From an optimization exercise on the open Yosys and OpenROAD flow, aimed at small area, a short achievable clock period and few clock cycles per item; shortcuts taken in it are not production practice. RTL that was checked went through simulation tests only; none was proved equivalent to the original.

## eigen2x2_fx
module eigen2x2_fx #(
  parameter int WIDTH = 32,
  parameter int FRAC  = 16
) (
  input  logic             clk,
  input  logic             rst,
  input  logic             start,
  input  logic [WIDTH-1:0] a1,
  input  logic [WIDTH-1:0] a2,
  input  logic [WIDTH-1:0] a3,
  input  logic [WIDTH-1:0] a4,
  output logic             busy,
  output logic             done,
  output logic [WIDTH-1:0] v1,
  output logic [WIDTH-1:0] v2,
  output logic             complex,
  output logic             ovf
);
Size in the first run: roughly 1,800 cells after synthesis, about 200 flip-flops, roughly 200 I/O pins, ~0.016 mm² of cells after synthesis.
export LEC_CHECK = 0
export CAP_MARGIN = 20
export CORE_MARGIN = 2
export CORE_UTILIZATION = 55
export SLEW_MARGIN = 20
create_clock -name core_clock -period 10.0 [get_ports {clk}]
standard.sh (not shown) runs the stock make flow with config.mk's settings and CLKGATE_MAP_FILE= SYNTH_SCRIPT=/design/flow/synth_recipe.tcl, a recipe that flattens the netlist after the stock synthesis.
==> flow/flow/run.sh <==
#!/bin/bash
set -euo pipefail
bash standard.sh "BUFFER_PORTS_ARGS=-buffer_cell sky130_fd_sc_hd__buf_1" SETUP_SLACK_MARGIN=5.6 finish > standard_flow.log 2>&1
Testbench counts at the start, summed over its fixed seeds: cycles 145,962, items 3,200.
Change:
--- a/flow/design.v
+++ b/flow/design.v
@@ -70,36 +70,34 @@
     if (p_sqrt) in2[1:0] = 2'b11;
     m3  = ({CW{b3_one}} & {ze[CW-3:0], 2'b00}) | ({CW{b3_two}} & {ze[CW-4:0], 3'b000});
     in3 = m3 ^ {{(CW-2){b3_neg}}, 2'b00};
     in3[1:0] = lo3_q;
     csa_s = in1 ^ in2 ^ in3;
     csa_c = {((in1[CW-2:0] & in2[CW-2:0]) | (in1[CW-2:0] & in3[CW-2:0]) |
               (in2[CW-2:0] & in3[CW-2:0])), pend3_q};
   end
-  logic [CW-1:0] pg_g [0:6];
-  logic [CW-1:0] pg_p [0:6];
-  logic [CW-1:0] hs;
+  logic [CW-1:0] hs, gg, pp;
   always_comb begin
     hs = csa_s ^ csa_c;
-    pg_g[0] = csa_s & csa_c;
-    pg_p[0] = hs;
-    for (int l = 0; l < 6; l++) begin
-      for (int i = 0; i < CW; i++) begin
-        if (i >= (1 << l)) begin
-          pg_g[l+1][i] = pg_g[l][i] | (pg_p[l][i] & pg_g[l][i - (1 << l)]);
-          pg_p[l+1][i] = pg_p[l][i] & pg_p[l][i - (1 << l)];
-        end else begin
-          pg_g[l+1][i] = pg_g[l][i];
-          pg_p[l+1][i] = pg_p[l][i];
-        end
+    gg = csa_s & csa_c;
+    pp = hs;
+    for (int i = 1; i < CW; i += 2) begin
+      gg[i] = gg[i] | (pp[i] & gg[i-1]);
+      pp[i] = pp[i] & pp[i-1];
+    end
+    for (int d = 2; d < CW; d *= 2)
+      for (int i = CW - 1; i > d; i -= 2) begin
+        gg[i] = gg[i] | (pp[i] & gg[i-d]);
+        pp[i] = pp[i] & pp[i-d];
       end
-    end
+    for (int i = 2; i < CW; i += 2)
+      gg[i] = gg[i] | (pp[i] & gg[i-1]);
     cpa[0] = hs[0];
-    for (int i = 1; i < CW; i++) cpa[i] = hs[i] ^ pg_g[6][i-1];
+    for (int i = 1; i < CW; i++) cpa[i] = hs[i] ^ gg[i-1];
   end
   logic c_d;
   assign c_d = z_q[35] ? (&z_q) : (z_q == 36'(x_q));
   logic [2:0] rem0;
   assign rem0 = {1'b0, pair_n} - 3'd1;
   logic skip;
   assign skip = (p_abs | (p_sqrt & zr_q)) & ~(|(acc_q[31:26] ^ {6{neg_q}}));
   logic acc_start, mul_end, sq_end;
Effect:
- first-iteration DRC count rose by 9.7%
- worst hold slack got worse by 0.010 ns
- maximum frequency fell by 6.5%
- core utilization rose by 6.2 points
- register-to-register slack got worse by 0.36 ns
- sequential cell count stays the same
- synthesized cell count fell by 9.1%
- clock skew is about the same
- via count fell by 5.7%
For the second run of this note, only the layout was checked, not whether the RTL still works.

========
== the baseline ==
eigen2x2_fx, a different RTL version from the one above (not shown whole).
For scale: about 210 flip-flops, ~15000 um2 of cells after synthesis.
clock: 10.0 ns
lec_check: 0
cap_margin: 20
core_margin: 2
core_utilization: 55
slew_margin: 20
==> flow/flow/run.sh <==
#!/bin/bash
set -euo pipefail
bash standard.sh "BUFFER_PORTS_ARGS=-buffer_cell sky130_fd_sc_hd__buf_1" SETUP_SLACK_MARGIN=6.0 finish > standard_flow.log 2>&1
Testbench counts of the baseline, summed over its fixed seeds: cycles 145,962, items 3,200.
For the candidate, these inputs were changed with respect to the baseline:
--- a/flow/design.v
+++ b/flow/design.v
@@ -33,17 +33,16 @@
   logic               py_q;     
   logic               pw_q;     
   logic               zr_q;     
   logic signed [34:0] x_q;      
   logic signed [35:0] z_q;      
   logic signed [33:0] w_q;      
   logic signed [32:0] s_q;      
   logic               neg_q;
-  logic               o1_q;     
   localparam int NK = 3;
   logic [NK-1:0] fit;
   for (genvar i = 0; i < NK; i++) begin : g_fit
     localparam int K = 11 + 2*i;
     wire [34-(2*K-1):0] xs = x_q[34:2*K-1];
     wire [31-(2*K-5):0] ws = w_q[31:2*K-5];    
     assign fit[i] = ((&xs) | ~(|xs)) & ((&ws) | ~(|ws));
   end
@@ -191,26 +190,26 @@
     if (!busy_q)               z_q <= 36'($signed(a2));
     else if (p_abs)            z_q <= 36'($signed(rem0));
     else if (p_sqrt | p_f1)    z_q <= cpa;
     if (!busy_q)               w_q <= 34'($signed(a3));
     else if (p_diff | p_mul1 | p_mul) w_q <= {cpa[1:0], w_q[33:2]};   
     else if (skip)             w_q <= {w_q[27:0], 6'b00};
     else                       w_q <= {w_q[31:0], 2'b00};
     pw_q <= w_q[1];
-    o1_q <= ~((&z_q[35:33]) | ~(|z_q[35:33]));
     if (!busy_q)               s_q <= 33'($signed(a4));
     else if (p_abs)            s_q <= cpa[32:0];
     if (p_mul & mul_end)       neg_q <= cpa[CW-1];
     if (p_mul1) jt_q <= jt_d;
     cnt_q <= p_diff ? 6'd1 : cnt_q + (skip ? 6'd3 : 6'd1);
     zr_q  <= p_abs ? ~(|pair_n) : (zr_q & cpa[CW-1]);
   end
   assign busy    = busy_q;
   assign done    = done_q;
-  logic o2;
+  logic o1, o2;
+  assign o1      = ~((&z_q[35:33]) | ~(|z_q[35:33]));
   assign o2      = ~((&acc_q[33:31]) | ~(|acc_q[33:31]));
-  assign v1      = o1_q ? {z_q[35], {31{~z_q[35]}}} : z_q[33:2];
+  assign v1      = o1 ? {z_q[35], {31{~z_q[35]}}} : z_q[33:2];
   assign v2      = o2 ? {acc_q[33], {31{~acc_q[33]}}} : acc_q[31:0];
   assign complex = neg_q;
-  assign ovf     = o1_q | o2;
+  assign ovf     = o1 | o2;
 endmodule
 `default_nettype wire
Findings:
- Looking at register bit total from synthesis across the baseline and the candidate, the one that comes out higher is the baseline.
- In the candidate, synthesized cell count is higher than in the baseline.
- The candidate: no failed stages, no open violations at the end
- The higher starting utilization of the core area of the baseline and the candidate is in the baseline.
- Status: post-synthesis async set-or-reset flop share parity (the candidate, the baseline)
- The area of combinational cells with multiple inputs reported for the candidate is greater than that of the baseline by 4.0%.
- Compared to the baseline, the candidate has worst hold slack 17 ps higher.
- Average instance area after synthesis delta (the candidate -> the baseline): insignificant
- Compared to the baseline, the candidate has slew at the pin closest to its max-slew limit 78 ps lower.
- From the baseline to the candidate the numbers moved as follows: mean number of vias per cell now smaller.
- For the minimum clock period after layout, the candidate came in 150 ps higher than the baseline did.
- Higher sequential share of layout area among the baseline and the candidate: the baseline
- For the delay of the slowest cell on the worst path, the candidate came in 40 ps higher than the baseline did.
Testbench counts of the candidate, summed over its fixed seeds: cycles 145,962, items 3,200.

========
== harbor ==
The RTL this note starts from:
==> flow/design.v <==
`default_nettype none
module eigen2x2_fx #(
  parameter int WIDTH = 32,
  parameter int FRAC  = 16
) (
  input  logic             clk,
  input  logic             rst,
  input  logic             start,
  input  logic [WIDTH-1:0] a1,
  input  logic [WIDTH-1:0] a2,
  input  logic [WIDTH-1:0] a3,
  input  logic [WIDTH-1:0] a4,
  output logic             busy,
  output logic             done,
  output logic [WIDTH-1:0] v1,
  output logic [WIDTH-1:0] v2,
  output logic             complex,
  output logic             ovf
);
  localparam int CW = 36;    
  logic busy_q, done_q;
  logic p_diff, p_mul1, p_mul, p_abs, p_sqrt, p_f1, p_f2;
  logic [5:0] cnt_q;
  logic [2:0] jt_q;             
  logic s1_acc, s1_s2;          
  logic b2_one, b2_two, b2_neg;
  logic b3_one, b3_two, b3_neg;
  logic corr_q;                 
  logic [1:0] lo3_q;            
  logic n2_q;                   
  logic pend3_q;                
  logic signed [33:0] acc_q;    
  logic               py_q;     
  logic               pw_q;     
  logic               zr_q;     
  logic signed [34:0] x_q;      
  logic signed [35:0] z_q;      
  logic signed [33:0] w_q;      
  logic signed [32:0] s_q;      
  logic               neg_q;
  logic               o1_q;     
  localparam int NK = 3;
  logic [NK-1:0] fit;
  for (genvar i = 0; i < NK; i++) begin : g_fit
    localparam int K = 11 + 2*i;
    wire [34-(2*K-1):0] xs = x_q[34:2*K-1];
    wire [31-(2*K-5):0] ws = w_q[31:2*K-5];    
    assign fit[i] = ((&xs) | ~(|xs)) & ((&ws) | ~(|ws));
  end
  logic [2:0] jt_d;
  always_comb begin
    jt_d = 3'(NK);
    for (int i = NK-1; i >= 0; i--)
      if (fit[i]) jt_d = 3'(i);
  end
  function automatic logic [5:0] jof(input logic [2:0] t);
    jof = 6'(11 + 2*int'(t));
  endfunction
  logic [1:0]    pair_n;        
  logic          n2;            
  logic [CW-1:0] in1, in2, in3, csa_s, csa_c, cpa;
  logic [CW-1:0] xe, ze, m2, m3;
  assign pair_n = acc_q[31:30] ^ {2{neg_q}};
  assign n2     = n2_q;
  assign xe = CW'(x_q);
  assign ze = CW'(z_q);
  always_comb begin
    in1 = ({CW{s1_acc}} & CW'(acc_q)) | ({CW{s1_s2}} & CW'($signed({s_q, 1'b0})));
    m2  = ({CW{b2_one}} & xe) | ({CW{b2_two}} & {xe[CW-2:0], 1'b0});
    in2 = m2 ^ {CW{n2}};
    if (p_sqrt) in2[1:0] = 2'b11;
    m3  = ({CW{b3_one}} & {ze[CW-3:0], 2'b00}) | ({CW{b3_two}} & {ze[CW-4:0], 3'b000});
    in3 = m3 ^ {{(CW-2){b3_neg}}, 2'b00};
    in3[1:0] = lo3_q;
    csa_s = in1 ^ in2 ^ in3;
    csa_c = {((in1[CW-2:0] & in2[CW-2:0]) | (in1[CW-2:0] & in3[CW-2:0]) |
              (in2[CW-2:0] & in3[CW-2:0])), pend3_q};
  end
  logic [CW-1:0] pg_g [0:6];
  logic [CW-1:0] pg_p [0:6];
  logic [CW-1:0] hs;
  always_comb begin
    hs = csa_s ^ csa_c;
    pg_g[0] = csa_s & csa_c;
    pg_p[0] = hs;
    for (int l = 0; l < 6; l++) begin
      for (int i = 0; i < CW; i++) begin
        if (i >= (1 << l)) begin
          pg_g[l+1][i] = pg_g[l][i] | (pg_p[l][i] & pg_g[l][i - (1 << l)]);
          pg_p[l+1][i] = pg_p[l][i] & pg_p[l][i - (1 << l)];
        end else begin
          pg_g[l+1][i] = pg_g[l][i];
          pg_p[l+1][i] = pg_p[l][i];
        end
      end
    end
    cpa[0] = hs[0];
    for (int i = 1; i < CW; i++) cpa[i] = hs[i] ^ pg_g[6][i-1];
  end
  logic c_d;
  assign c_d = z_q[35] ? (&z_q) : (z_q == 36'(x_q));
  logic [2:0] rem0;
  assign rem0 = {1'b0, pair_n} - 3'd1;
  logic skip;
  assign skip = (p_abs | (p_sqrt & zr_q)) & ~(|(acc_q[31:26] ^ {6{neg_q}}));
  logic acc_start, mul_end, sq_end;
  logic n_diff, n_mul1, n_mul, n_abs, n_sqrt, n_f1, n_f2;
  assign acc_start = ~busy_q & start;
  assign mul_end   = (cnt_q == jof(jt_q));
  assign sq_end    = skip ? (cnt_q >= 6'(2*jof(jt_q) + 6'd14))
                          : (cnt_q >= 6'(2*jof(jt_q) + 6'd16));
  assign n_diff    = acc_start;
  assign n_mul1    = p_diff;
  assign n_mul     = p_mul1 | (p_mul & ~mul_end);
  assign n_abs     = p_mul & mul_end;
  assign n_sqrt    = p_abs | (p_sqrt & ~sq_end);
  assign n_f1      = p_sqrt & sq_end;
  assign n_f2      = p_f1;
  always_ff @(posedge clk or posedge rst) begin
    if (rst) begin
      busy_q <= 1'b0; done_q <= 1'b0;
      p_diff <= 1'b0; p_mul1 <= 1'b0; p_mul <= 1'b0; p_abs <= 1'b0;
      p_sqrt <= 1'b0; p_f1 <= 1'b0; p_f2 <= 1'b0;
    end else begin
      busy_q <= acc_start | (busy_q & ~p_f2);
      done_q <= p_f2;
      p_diff <= n_diff; p_mul1 <= n_mul1; p_mul <= n_mul; p_abs <= n_abs;
      p_sqrt <= n_sqrt; p_f1 <= n_f1; p_f2 <= n_f2;
    end
  end
  logic xo, xv;
  assign xo = x_q[{cnt_q[4:0], 1'b1}];
  assign xv = x_q[{cnt_q[4:0], 1'b0}];
  always_ff @(posedge clk) begin
    s1_acc <= n_diff | n_mul;          
    s1_s2  <= n_abs | n_f1 | (n_f2 & ~neg_q);
    b2_one <= 1'b0; b2_two <= 1'b0; b2_neg <= 1'b0;
    b3_one <= 1'b0; b3_two <= 1'b0; b3_neg <= 1'b0;
    corr_q <= 1'b0;
    if (n_diff) begin
      b2_one <= 1'b1; b2_neg <= 1'b1;
    end
    if (n_mul1) begin    
      b2_one <= cpa[0];
      b2_two <= cpa[1] & ~cpa[0];
      b2_neg <= cpa[1];
      b3_one <= w_q[0];
      b3_two <= w_q[1] & ~w_q[0];
      b3_neg <= w_q[1];
    end
    if (n_mul) begin
      b2_one <= xv ^ py_q;
      b2_two <= (xo & ~xv & ~py_q) | (~xo & xv & py_q);
      b2_neg <= xo & ~(xv & py_q);
      b3_one <= w_q[0] ^ pw_q;
      b3_two <= (w_q[1] & ~w_q[0] & ~pw_q) | (~w_q[1] & w_q[0] & pw_q);
      b3_neg <= w_q[1] & ~(w_q[0] & pw_q);
    end
    if (n_abs) b2_one <= 1'b1;
    if (n_sqrt) begin
      b2_two <= 1'b1; b2_neg <= 1'b1; b3_one <= 1'b1;
    end
    if (n_f1) b2_one <= ~neg_q;
    if (n_f2) begin
      b2_one <= 1'b1; b2_neg <= ~neg_q; corr_q <= neg_q & c_d;
    end
    pend3_q <= b3_neg;
    n2_q <= 1'b0;
    if (n_diff) n2_q <= 1'b1;
    if (n_mul1) n2_q <= cpa[1];
    if (n_mul)  n2_q <= xo & ~(xv & py_q);
    if (n_sqrt) n2_q <= p_abs ? (|pair_n) : ~cpa[CW-1];
    if (n_f2)   n2_q <= ~neg_q;
    lo3_q <= 2'b00;
    if (n_diff) lo3_q <= 2'b01;
    if (n_mul1) lo3_q <= {1'b0, cpa[1]};
    if (n_mul)  lo3_q <= {1'b0, xo & ~(xv & py_q)};
    if (n_sqrt) lo3_q <= (skip ? acc_q[25:24] : acc_q[29:28]) ^ {2{neg_q}};
    if (n_f2)   lo3_q <= {neg_q & c_d, ~neg_q};
  end
  always_ff @(posedge clk) begin
    if (!busy_q)               acc_q <= 34'($signed(a1));
    else if (p_mul1 | p_mul | p_f2) acc_q <= cpa[35:2];
    else if (skip)             acc_q <= {acc_q[27:0], w_q[33:28]};
    else                       acc_q <= {acc_q[31:0], w_q[33:32]};
    py_q <= p_diff ? cpa[1] : xo;
    if (!busy_q)               x_q <= 35'($signed(a4));
    else if (p_diff)           x_q <= cpa[34:0];
    else if (p_abs)            x_q <= {33'd0, |pair_n, 1'b0};
    else if (p_sqrt)           x_q <= {x_q[33:1], ~cpa[CW-1], 1'b0};
    if (!busy_q)               z_q <= 36'($signed(a2));
    else if (p_abs)            z_q <= 36'($signed(rem0));
    else if (p_sqrt | p_f1)    z_q <= cpa;
    if (!busy_q)               w_q <= 34'($signed(a3));
    else if (p_diff | p_mul1 | p_mul) w_q <= {cpa[1:0], w_q[33:2]};   
    else if (skip)             w_q <= {w_q[27:0], 6'b00};
    else                       w_q <= {w_q[31:0], 2'b00};
    pw_q <= w_q[1];
    o1_q <= ~((&z_q[35:33]) | ~(|z_q[35:33]));
    if (!busy_q)               s_q <= 33'($signed(a4));
    else if (p_abs)            s_q <= cpa[32:0];
    if (p_mul & mul_end)       neg_q <= cpa[CW-1];
    if (p_mul1) jt_q <= jt_d;
    cnt_q <= p_diff ? 6'd1 : cnt_q + (skip ? 6'd3 : 6'd1);
    zr_q  <= p_abs ? ~(|pair_n) : (zr_q & cpa[CW-1]);
  end
  assign busy    = busy_q;
  assign done    = done_q;
  logic o2;
  assign o2      = ~((&acc_q[33:31]) | ~(|acc_q[33:31]));
  assign v1      = o1_q ? 32'h7fff_ffff : z_q[33:2];
  assign v2      = o2 ? {acc_q[33], {31{~acc_q[33]}}} : acc_q[31:0];
  assign complex = neg_q;
  assign ovf     = o1_q | o2;
endmodule
`default_nettype wire
export LEC_CHECK = 0
export CAP_MARGIN = 20
export CORE_MARGIN = 2
export CORE_UTILIZATION = 55
export SLEW_MARGIN = 20
create_clock -name core_clock -period 10.0 [get_ports {clk}]
==> flow/flow/run.sh <==
#!/bin/bash
set -euo pipefail
bash standard.sh "BUFFER_PORTS_ARGS=-buffer_cell sky130_fd_sc_hd__buf_1" SETUP_SLACK_MARGIN=5.8 finish > standard_flow.log 2>&1
For indigo, these inputs were changed with respect to harbor:
-- flow/design.v --
<<< harbor, line 39
  logic signed [32:0] s_q;      
  logic               neg_q;
  logic               o1_q;     
  localparam int NK = 3;
  logic [NK-1:0] fit;
>>> indigo, line 39
  logic signed [32:0] s_q;      
  logic               neg_q;
  localparam int NK = 3;
  logic [NK-1:0] fit;
<<< harbor, line 77
              (in2[CW-2:0] & in3[CW-2:0])), pend3_q};
  end
  logic [CW-1:0] pg_g [0:6];
  logic [CW-1:0] pg_p [0:6];
  logic [CW-1:0] hs;
  always_comb begin
    hs = csa_s ^ csa_c;
    pg_g[0] = csa_s & csa_c;
    pg_p[0] = hs;
    for (int l = 0; l < 6; l++) begin
      for (int i = 0; i < CW; i++) begin
        if (i >= (1 << l)) begin
          pg_g[l+1][i] = pg_g[l][i] | (pg_p[l][i] & pg_g[l][i - (1 << l)]);
          pg_p[l+1][i] = pg_p[l][i] & pg_p[l][i - (1 << l)];
        end else begin
          pg_g[l+1][i] = pg_g[l][i];
          pg_p[l+1][i] = pg_p[l][i];
        end
      end
    end
    cpa[0] = hs[0];
    for (int i = 1; i < CW; i++) cpa[i] = hs[i] ^ pg_g[6][i-1];
  end
  logic c_d;
>>> indigo, line 76
              (in2[CW-2:0] & in3[CW-2:0])), pend3_q};
  end
  logic [CW-1:0] hs, gg, pp;
  always_comb begin
    hs = csa_s ^ csa_c;
    gg = csa_s & csa_c;
    pp = hs;
    for (int i = 1; i < CW; i += 2) begin
      gg[i] = gg[i] | (pp[i] & gg[i-1]);
      pp[i] = pp[i] & pp[i-1];
    end
    for (int d = 2; d < CW; d *= 2)
      for (int i = CW - 1; i > d; i -= 2) begin
        gg[i] = gg[i] | (pp[i] & gg[i-d]);
        pp[i] = pp[i] & pp[i-d];
      end
    for (int i = 2; i < CW; i += 2)
      gg[i] = gg[i] | (pp[i] & gg[i-1]);
    cpa[0] = hs[0];
    for (int i = 1; i < CW; i++) cpa[i] = hs[i] ^ gg[i-1];
  end
  logic c_d;
<<< harbor, line 197
    else                       w_q <= {w_q[31:0], 2'b00};
    pw_q <= w_q[1];
    o1_q <= ~((&z_q[35:33]) | ~(|z_q[35:33]));
    if (!busy_q)               s_q <= 33'($signed(a4));
    else if (p_abs)            s_q <= cpa[32:0];
>>> indigo, line 194
    else                       w_q <= {w_q[31:0], 2'b00};
    pw_q <= w_q[1];
    if (!busy_q)               s_q <= 33'($signed(a4));
    else if (p_abs)            s_q <= cpa[32:0];
<<< harbor, line 207
  assign busy    = busy_q;
  assign done    = done_q;
  logic o2;
  assign o2      = ~((&acc_q[33:31]) | ~(|acc_q[33:31]));
  assign v1      = o1_q ? 32'h7fff_ffff : z_q[33:2];
  assign v2      = o2 ? {acc_q[33], {31{~acc_q[33]}}} : acc_q[31:0];
  assign complex = neg_q;
  assign ovf     = o1_q | o2;
endmodule
`default_nettype wire
>>> indigo, line 203
  assign busy    = busy_q;
  assign done    = done_q;
  logic o1, o2;
  assign o1      = ~((&z_q[35:33]) | ~(|z_q[35:33]));
  assign o2      = ~((&acc_q[33:31]) | ~(|acc_q[33:31]));
  assign v1      = o1 ? {z_q[35], {31{~z_q[35]}}} : z_q[33:2];
  assign v2      = o2 ? {acc_q[33], {31{~acc_q[33]}}} : acc_q[31:0];
  assign complex = neg_q;
  assign ovf     = o1 | o2;
endmodule
`default_nettype wire
[summary]
Against harbor, indigo reports a global routing usage on met3 that is higher. Sort harbor and indigo by routed wire length, ascending, and harbor comes first. Non-clock buffer count up about 22% in indigo wrt harbor. harbor and indigo ended up with roughly the same effective utilization at floorplan.
No functional check of the RTL was part of any run of this note.

-- port drivers added, routing unchanged --
The results above use ideal ports. As a check the final layouts listed here were re-extracted and re-timed, cells and wires unchanged. Step 1 assumes that a clkbuf_16 drives the clock port and a buf_2 every other input. Step 2 adds t to the input delays and takes it off the output delays; t is the mean of the earliest and latest rising clock arrival at the registers after step 1. Input paths then give back, and output paths get back, about the clock's delay inside the block. a / b / c = no drivers / after step 1 / after step 2; a / b = the first two.
| run | t, ns | slack for setup (ns) | clock arrival spread, ns | slew at the worst register clock pin (ns) |
|---|---|---|---|---|
| the first run of note 1 | 0.597 | 5.660 / 5.605 / 5.716 | 0.028 / 0.027 | 0.07 / 0.07 |
| the second run of note 1 | 0.603 | 5.357 / 5.357 / 5.357 | 0.026 / 0.025 | 0.07 / 0.07 |
| the baseline | 0.597 | 5.907 / 5.907 / 5.907 | 0.032 / 0.031 | 0.07 / 0.07 |
| the candidate | 0.591 | 5.753 / 5.705 / 5.854 | 0.012 / 0.013 | 0.07 / 0.07 |
| harbor | 0.603 | 5.802 / 5.802 / 5.802 | 0.021 / 0.020 | 0.07 / 0.07 |
| indigo | 0.610 | 5.409 / 5.409 / 5.409 | 0.019 / 0.020 | 0.07 / 0.07 |
After both steps every run listed still meets setup and hold.
